From an optimization exercise on the open Yosys and OpenROAD flow, aimed at small area, a short achievable clock period and few clock cycles; shortcuts taken in it are not production practice. The RTL was checked by simulation tests, not by an equivalence proof against the original design. No activity file was given, so power comes from the tool's default toggle rates.

--- design.v ---
package hart_mem_pkg;
    typedef logic [32-1:0] word_t;
    typedef logic [4-1:0] byte_mask_t;
    typedef enum logic [1:0] {
        LS_BYTE = 2'd0,
        LS_HALF = 2'd1,
        LS_WORD = 2'd2
    } ls_size_e;
    typedef enum logic [1:0] {
        OWN_NONE   = 2'd0,
        OWN_ICACHE = 2'd1,
        OWN_DCACHE = 2'd2
    } bus_owner_e;
endpackage
`timescale 1ns/1ps
module hart_mem_sys (
    input  logic                   i_clk,
    input  logic                   i_rst_n,
    input  logic [31:0]            i_fetch_addr,
    output logic [31:0]            o_fetch_inst,
    output logic                   o_fetch_busy,
    input  logic                   i_ls_read,
    input  logic                   i_ls_write,
    input  logic [31:0]            i_ls_addr,
    input  logic [31:0]            i_ls_wdata,
    input  logic [1:0]             i_ls_size,
    input  logic                   i_ls_unsigned,
    output logic [31:0]            o_ls_rdata,
    output logic                   o_ls_trap,
    output logic                   o_ls_busy,
    output logic                   o_mem_ren,
    output logic                   o_mem_wen,
    output logic [31:0]            o_mem_addr,
    output logic [31:0]            o_mem_wdata,
    input  logic [31:0]            i_mem_rdata,
    input  logic                   i_mem_valid,
    input  logic                   i_mem_ready
);
    typedef enum logic [1:0] {
        RD_NONE  = 2'd0,
        RD_FETCH = 2'd1,
        RD_LOAD  = 2'd2,
        RD_STORE = 2'd3
    } rd_e;
    rd_e        rd_q, rd_d;
    logic [1:0] off_q;
    logic [1:0] size_q;
    logic       uns_q;
    always_ff @(posedge i_clk) begin
        if (!i_rst_n) rd_q <= RD_NONE;
        else          rd_q <= rd_d;
        off_q  <= i_ls_addr[1:0];
        size_q <= i_ls_size;
        uns_q  <= i_ls_unsigned;
    end
    logic rd_none, rd_f, rd_l, rd_s;
    logic is_byte, is_half, is_word, mis_q;
    assign rd_none = (rd_q == RD_NONE);
    assign rd_f    = (rd_q == RD_FETCH);
    assign rd_l    = (rd_q == RD_LOAD);
    assign rd_s    = (rd_q == RD_STORE);
    assign is_byte = (size_q == 2'd0);
    assign is_half = (size_q == 2'd1);
    assign is_word = size_q[1];
    assign mis_q   = (is_half && off_q[0]) || (is_word && (off_q != 2'b00));
    logic ls_turn_q, ls_turn_d;
    logic ls_sel, word_store, ls_done;
    always_ff @(posedge i_clk) begin
        if (!i_rst_n) ls_turn_q <= 1'b1;
        else          ls_turn_q <= ls_turn_d;
    end
    assign word_store = i_ls_write && i_ls_size[1] && (i_ls_addr[1:0] == 2'b00);
    assign ls_sel     = (i_ls_read || i_ls_write) && ls_turn_q;
    assign o_mem_wen  = i_mem_ready && ((rd_none && ls_turn_q && word_store) ||
                                        (rd_s && i_mem_valid && !mis_q));
    assign o_mem_ren  = i_mem_ready && ((rd_none && !(ls_turn_q && word_store)) ||
                                        (rd_l && i_mem_valid));
    assign o_mem_addr = ls_sel ? {i_ls_addr[31:2], 2'b00} : {i_fetch_addr[31:2], 2'b00};
    assign ls_done = (i_ls_read || i_ls_write) && !o_ls_busy;
    always_comb begin
        rd_d = rd_q;
        if (i_mem_valid) rd_d = RD_NONE;
        if (o_mem_ren) begin
            if (!ls_sel)         rd_d = RD_FETCH;
            else if (i_ls_write) rd_d = RD_STORE;
            else                 rd_d = RD_LOAD;
        end
        ls_turn_d = ls_turn_q;
        if (ls_done || (o_mem_ren && ls_sel && i_ls_read)) ls_turn_d = 1'b0;
        if (!o_fetch_busy) ls_turn_d = 1'b1;
    end
    assign o_fetch_inst = i_mem_rdata;
    assign o_fetch_busy = !(rd_f && i_mem_valid);
    assign o_ls_busy = !(o_mem_wen || ((rd_l || (rd_s && mis_q)) && i_mem_valid));
    assign o_ls_trap = mis_q && rd_q[1];
    logic [3:0] mask, sel_old, sel_own, sel_lo, sel_hi;
    always_comb begin
        if (is_byte)      mask = 4'b0001 << off_q;
        else if (is_half) mask = off_q[1] ? 4'b1100 : 4'b0011;
        else              mask = 4'b1111;
    end
    always_comb begin
        sel_old = 4'b0000;
        sel_own = 4'b1111;
        sel_lo  = 4'b0000;
        sel_hi  = 4'b0000;
        if (rd_s) begin
            sel_old = ~mask;
            sel_own = mask & (is_half ? 4'b0011 : 4'b0001);
            sel_lo  = mask & (is_half ? 4'b0100 : 4'b1110);
            sel_hi  = mask & (is_half ? 4'b1000 : 4'b0000);
        end
    end
    always_comb begin
        for (int k = 0; k < 4; k++) begin
            o_mem_wdata[8*k +: 8] = ({8{sel_old[k]}} & i_mem_rdata[8*k +: 8]) |
                                    ({8{sel_own[k]}} & i_ls_wdata[8*k +: 8]) |
                                    ({8{sel_lo[k]}}  & i_ls_wdata[7:0]) |
                                    ({8{sel_hi[k]}}  & i_ls_wdata[15:8]);
        end
    end
    logic [3:0] lo_sel, sign_b_sel, sign_h_sel;
    logic       sign_b, sign_bh;
    assign lo_sel     = 4'b0001 << off_q;
    assign sign_b_sel = (uns_q || !is_byte) ? 4'b0000 : lo_sel;
    assign sign_h_sel = (uns_q || !is_half) ? 4'b0000 : (off_q[1] ? 4'b1000 : 4'b0010);
    assign sign_b     = |(sign_b_sel & {i_mem_rdata[31], i_mem_rdata[23],
                                        i_mem_rdata[15], i_mem_rdata[7]});
    assign sign_bh    = |((sign_b_sel | sign_h_sel) & {i_mem_rdata[31], i_mem_rdata[23],
                                                       i_mem_rdata[15], i_mem_rdata[7]});
    always_comb begin
        o_ls_rdata[7:0]   = ({8{lo_sel[0]}} & i_mem_rdata[7:0]) |
                            ({8{lo_sel[1]}} & i_mem_rdata[15:8]) |
                            ({8{lo_sel[2]}} & i_mem_rdata[23:16]) |
                            ({8{lo_sel[3]}} & i_mem_rdata[31:24]);
        o_ls_rdata[15:8]  = ({8{!is_byte && !off_q[1]}} & i_mem_rdata[15:8]) |
                            ({8{!is_byte &&  off_q[1]}} & i_mem_rdata[31:24]) |
                            {8{sign_b}};
        o_ls_rdata[31:16] = ({16{is_word}} & i_mem_rdata[31:16]) | {16{sign_bh}};
    end
endmodule
--- flow/run.sh ---
#!/bin/bash
# Layout flow. It runs the standard.sh (the standard synthesis, then the
# standard ORFS layout) with these changes:
# - after the standard synthesis, the combinational gates are mapped again
#   for area by Yosys/ABC (flow/remap.ys.tmpl); the flip-flops and tie cells
#   are kept as they are, and the new netlist is proven equivalent to the
#   standard one (flow/eq.ys.tmpl) before the layout goes on;
# - the ports get plain buf_1 buffers (upsized by the resizer where timing
#   needs it) instead of delay cells;
# - the resizer may swap a cell for one of another footprint.
# Each tool writes its full output to a log in this folder (*.log); ORFS keeps
# its own step logs under orfs/logs.
set -euo pipefail
here=$(pwd)
export BUFFER_PORTS_ARGS="-buffer_cell sky130_fd_sc_hd__buf_1"
YOSYS=$(command -v yosys || echo "$FLOW_HOME/../tools/install/yosys/bin/yosys")
RES=$here/orfs/results/$FLOW_PLATFORM/hart_mem_sys/base
LIB=$FLOW_HOME/platforms/$FLOW_PLATFORM/lib/sky130_fd_sc_hd__tt_025C_1v80.lib
KNOBS="MATCH_CELL_FOOTPRINT=0"

bash standard.sh $KNOBS synth > standard_synth.log 2>&1
cp "$RES/1_2_yosys.v" "$here/std_1_2_yosys.v"

python3 flow/libmap.py "$LIB" "$here/cellmap.v" "$here/dont_use.txt" > libmap.log 2>&1
sed -e "s|@LIB@|$LIB|g" -e "s|@IN@|$here/std_1_2_yosys.v|" -e "s|@TOP@|$FLOW_TOP|g" \
    -e "s|@DONTUSE@|$(cat "$here/dont_use.txt")|" -e "s|@STAT@|$here/remap_stat.txt|" \
    -e "s|@OUT@|$here/remap_1_2_yosys.v|" -e "s|@CELLMAP@|$here/cellmap.v|" \
    -e "s|@SCRIPT@|+strash;dch;amap;|" flow/remap.ys.tmpl > remap.ys
"$YOSYS" -s remap.ys > remap.log 2>&1
sed -e "s|@LIB@|$LIB|g" -e "s|@STD@|$here/std_1_2_yosys.v|" -e "s|@NEW@|$here/remap_1_2_yosys.v|" \
    -e "s|@TOP@|$FLOW_TOP|g" flow/eq.ys.tmpl > eq.ys
"$YOSYS" -s eq.ys > eq.log 2>&1

cp "$here/remap_1_2_yosys.v" "$RES/1_2_yosys.v"
rm -f "$RES/1_synth.odb" "$RES/1_synth.sdc"
bash standard.sh $KNOBS finish > standard_flow.log 2>&1
--- flow/eq.ys.tmpl ---
# Prove the re-mapped netlist equivalent to the standard synthesis.
read_liberty -ignore_miss_func @LIB@
read_verilog @STD@
rename @TOP@ gold
read_verilog @NEW@
rename @TOP@ gate
flatten -noscopeinfo gold gate
equiv_make gold gate eq
hierarchy -top eq
equiv_simple -seq 3
equiv_induct
equiv_status -assert
--- flow/libmap.py ---
#!/usr/bin/env python3
"""Write a Yosys techmap file (and the list of don't-use cells) that turns each single-output combinational
cell of a Liberty file into its logic function, so that ABC can map the
gates of a netlist again. Flip-flops, latches, tie cells and cells with more
than one output are left out (they stay as they are)."""
import re, sys
lib, out, dont = sys.argv[1], sys.argv[2], sys.argv[3]
text = open(lib).read()
cells = re.split(r'\n\s*cell\s*\(\s*"?', text)[1:]
mods = []
for c in cells:
    name = re.match(r'([\w]+)', c).group(1)
    if re.search(r'\b(ff|latch|statetable)\s*\(', c):
        continue
    pins = re.findall(r'\bpin\s*\(\s*"?(\w+)"?\s*\)\s*\{(.*?)\n\s{8}\}', c, re.S)
    ins, outs = [], []
    for p, body in pins:
        d = re.search(r'direction\s*:\s*"?(\w+)"?', body)
        if not d:
            continue
        if d.group(1) == 'input':
            ins.append(p)
        elif d.group(1) == 'output':
            f = re.search(r'\bfunction\s*:\s*"([^"]*)"', body)
            outs.append((p, f.group(1) if f else None))
    if len(outs) != 1 or outs[0][1] is None or not ins:
        continue
    o, f = outs[0]
    expr = f.replace('!', '~').replace('*', '&').replace('+', '|')
    if re.search(r'[^\w\s~&|^()]', expr):
        continue
    mods.append(f"module \\{name} ({', '.join(ins + [o])});\n"
                + "".join(f"  input {i};\n" for i in ins)
                + f"  output {o};\n  assign {o} = {expr};\nendmodule\n")
open(out, 'w').write("\n".join(mods))
# the platform's don't-use cells (probe and lpflow cells), as abc arguments
names = [re.match(r'([\w]+)', c).group(1) for c in cells]
open(dont, 'w').write(" ".join("-dont_use " + n for n in names
                               if re.search(r'__(probe|lpflow)', n)))
print(len(mods), "cells")
--- flow/remap.ys.tmpl ---
# Re-map the combinational gates of the standard synthesis for area. The
# flip-flops and tie cells keep their instances, names and cell types; the
# other cells are turned back into logic (cellmap.v) and mapped again by ABC.
read_liberty -lib @LIB@
read_verilog @IN@
hierarchy -top @TOP@
techmap -map @CELLMAP@
techmap
opt_clean
opt -fast
opt_clean
abc -liberty @LIB@ @DONTUSE@ -script "@SCRIPT@"
splitnets
opt_clean -purge
hilomap -singleton -hicell sky130_fd_sc_hd__conb_1 HI -locell sky130_fd_sc_hd__conb_1 LO
insbuf -buf sky130_fd_sc_hd__buf_4 A X
opt_clean -purge
tee -o @STAT@ stat -liberty @LIB@
check -assert -mapped
write_verilog -noattr -nohex -nodec @OUT@
--- standard.sh ---
#!/bin/bash
# synth_recipe.tcl (not shown) runs the flow's synth.tcl, then flattens the netlist and writes it again
# the make line also repeats each setting of config.mk as NAME=value (left out here)
make -C /OpenROAD-flow-scripts/flow DESIGN_CONFIG=/design/flow/config.mk WORK_HOME=/design/flow/orfs CLKGATE_MAP_FILE= SYNTH_SCRIPT=/design/flow/synth_recipe.tcl "${@:-finish}"
--- config.mk ---
export PLATFORM = sky130hd
export DESIGN_NAME = hart_mem_sys
export DESIGN_NICKNAME = hart_mem_sys
export VERILOG_FILES = /design/flow/design.v
export SDC_FILE = /design/flow/constraint.sdc
export NUM_CORES = 4
export LEC_CHECK = 0
export ABC_AREA = 1
export CAP_MARGIN = 20
export CORE_MARGIN = 2
export CORE_UTILIZATION = 25
export PLACE_DENSITY = 0.6
export SETUP_SLACK_MARGIN = 2.5
export SLEW_MARGIN = 20
--- constraint.sdc ---
create_clock -name core_clock -period 6.0 [get_ports {i_clk}]
set_input_delay 1.2000 -clock core_clock [delete_from_list [all_inputs] [get_ports {i_clk}]]
set_output_delay 1.2000 -clock core_clock [all_outputs]
set_load 0.01 [all_outputs]
==> notes.md <==
timing repair:
action | 4_1_cts | 5_1_grt
pin swaps | 4 | 3
setup buffers | 14 | 8
cloned | 2 | 0
endpoints found under the hold margin | 0 | 0
gates resized for setup | 78 | 32
endpoints found under the setup margin | 87 | 72
metrics by stage:
step | instances | area [µm²] | power, mW | setup slack, ns | hold slack [ns]
2_1_floorplan | 308 | 1903 | 0.2214 | 2.319 | 0.5881
3_3_place_gp | 640 | 2781 | 0.3242 | 1.704 | 0.5659
3_5_place_dp | 640 | 2781 | 0.3255 | 1.645 | 0.5732
4_1_cts | 659 | 3097 | 0.4216 | 2.382 | 0.5800
5_1_grt | 667 | 3281 | 0.4658 | 2.330 | 0.6198
6_report | 667 | 3281 | 0.4359 | 2.417 | 0.5799
power by group through the flow:
stage / logic [mW] / clock network, mW / registers (mW)
after CTS: 0.295 / 0.0665 / 0.0602
after global routing: 0.337 / 0.0683 / 0.0610
after global placement: 0.263 / 0 / 0.0607
final: 0.311 / 0.0637 / 0.0607
after detailed placement: 0.265 / 0 / 0.0608
after floorplan: 0.161 / 0 / 0.0603
layer usage:
layer,GRT usage,wire length [µm],part of all wire,vias up
li1,-,-,-,1612
met1,0.2476,3636,0.33,1559
met2,0.4757,5955,0.54,243
met3,0.04424,1023,0.092,39
met4,0.1090,496,0.045,0
met5,0,0,0,-
worst reg2reg max path: cells and delay by family (launching register included):
family,cells,cell delay [ns]
compound gates,4,0.77
simple gates,4,0.42
flops,1,0.41
buf+inv,1,0.27
final timing paths:
path | end | slack [ns] | startpoint | cells after the start
hold / removal | ls_turn_q | 0.58 | rd_q[0] | 2
setup / recovery | o_ls_rdata[16] | 2.42 | i_mem_rdata[7] | 10
hold reg to reg | ls_turn_q | 0.58 | rd_q[0] | 2
setup reg to reg | ls_turn_q | 4.07 | off_q[1] | 9
sequential cells by signal, summed over array words and instances, names as in the netlist:
name       count
ls_turn_q      1
uns_q          1
off_q          2
size_q         2
rd_q           2
final cells by class:
class | count | area [µm²] | area share
clock buffers | 3 | 41.29 | 0.01259
inverters | 63 | 266.5 | 0.08124
multi-input cells | 204 | 1400 | 0.4268
flip-flops and latches | 8 | 160.2 | 0.04882
well taps | 99 | 123.9 | 0.03776
repair buffers | 289 | 1281 | 0.3905
repair inverters | 1 | 7.507 | 0.002288
==> results.sh <==
export IMPL_status="finished clean"
export IMPL_cts_hold_buffers=0
export IMPL_die_w_um=90.65
export IMPL_finalHoldViolCount=0
export IMPL_p_per_area_mw_per_mm2=132.9
export IMPL_routed_via_density=5.177
export IMPL_grt_max_degree=19
export IMPL_cp_end_kind="output pin"
export IMPL_drt_first_pass_iters=6
export IMPL_clock_skew_ns=0.0008042
export IMPL_final_cell_mix="buf_1, clkinv_1, o21ai_0, a22o_1, nor2_1"
export IMPL_clockBufferDepth=2
export IMPL_cts_tree="done"
export IMPL_initial_core_util=0.2588
export IMPL_wl_per_cell_um=16.66
export IMPL_leakagePower_nw=1.172
export IMPL_worstPathRequired_ns=4.80
export IMPL_final_common_cell="buf_1"
export IMPL_crit_path_start_kind="input port"
export IMPL_syn_avg_cell_area_um2=6.113
export IMPL_switching_power_mw=0.2080
export IMPL_synthCells=307
export IMPL_antenna_found_initial=0
export IMPL_numPortBuffers=265
export IMPL_ant_nets=0
export IMPL_fmax_mhz=279.1
export IMPL_ir_worst_vdd_mv=0.1169
export IMPL_drive_gt1_frac=0.1602
export IMPL_vias=3453
export IMPL_period_minus_slack_ns=3.583
export IMPL_hpwl_um=8632
export IMPL_slew_viol_final=0
export IMPL_die_h_um=90.65
export IMPL_cp_max_fo=16
export IMPL_clock_sinks=8
export IMPL_grt_pass1_vias=3171
export IMPL_internal_power_mw=0.2279
export IMPL_p_clk_frac=0.146
export IMPL_clk_latency_ns=0.23
export IMPL_utilization=0.4523
export IMPL_cpPeakStageDelay_ns=0.24
export IMPL_antenna_cells=0
export IMPL_place_congestion=0.9712
export IMPL_track_usage=0.2435
export IMPL_rsz0062_at_grt="yes"
export IMPL_switching_share=0.4771
export IMPL_grt_first_pass_wirelength_um=15860
export IMPL_arrival_ns=2.38
export IMPL_clk_pin_slew_ns=0.04
export IMPL_relSlewSlack=0.4752
export IMPL_post_route_drc_count=0
export IMPL_setup_tns_ns=0
export IMPL_dieArea_mm2=0.008217
export IMPL_worstMarginPinSlew_ns=0.7837
export IMPL_routed_wl_um=11110
export IMPL_design_core_area_mm2=0.007253
export IMPL_p_comb_frac=0.715
export IMPL_critical_path_class="in2out"
export IMPL_critical_path_top_delay_family="buffers and inverters"
export IMPL_period_share=0.5971
export IMPL_synth_yosys_warnings=1
export IMPL_htree_num_levels=1
export IMPL_io_pins=270
export IMPL_numCtsBuffers=3
export IMPL_finalNetCount=707
export IMPL_syn2layout_area_growth_pct=74.80
export IMPL_pwr_share_seq=0.139
export IMPL_cp_buffers_inverters=4
export IMPL_maxCapViolCount=0
export IMPL_clockRootBuffer="clkbuf_8"
export IMPL_crit_chain="buf_8, nand3_2, o21ai_2, a221oi_2, nor3_2, buf_4, nor2_4, buf_12, o21ai_0, buf_2"
export IMPL_cp_slowest_cell="a221oi_2"
export IMPL_finalSetupViolCount=0
export IMPL_syn_area_mm2=0.001877
export IMPL_hold_class="reg2reg"
export IMPL_n_fill_cell=801
export IMPL_drt_initial_drc_count=136
export IMPL_rows=31
export IMPL_grt_overflow=0
Testbench counts, summed over its fixed seeds: cycles 137,032.

==> what the ideal ports hide <==
The results above use ideal ports. As a check the final layout listed here was re-extracted and re-timed, cells and wires unchanged. Step 1 (the two cells are an assumption about what drives the block):
set clk [get_ports {i_clk}]
set_driving_cell -lib_cell sky130_fd_sc_hd__clkbuf_16 $clk
set_driving_cell -lib_cell sky130_fd_sc_hd__buf_2 [delete_from_list [all_inputs] $clk]
Step 2 moves the port delays by t, midway between the first and last clock arrival at a register: inputs arrive t later, outputs are due t later. That takes back most of the time a late clock gives input paths. Three values: ideal, step 1, step 2; two values: the first two.
shift t [ns]: 0.253
setup slack, ns: 2.417 / 2.362 / 2.362
worst hold slack (ns): 0.580 / 0.580 / 0.580
slew at the worst register clock pin (ns): 0.04 / 0.04
pins driven straight from the clock port: 1
After both steps this run still meets setup and hold. For this run, drivers alone change the setup slack by -0.055 ns; drivers and shift together by -0.055 ns.
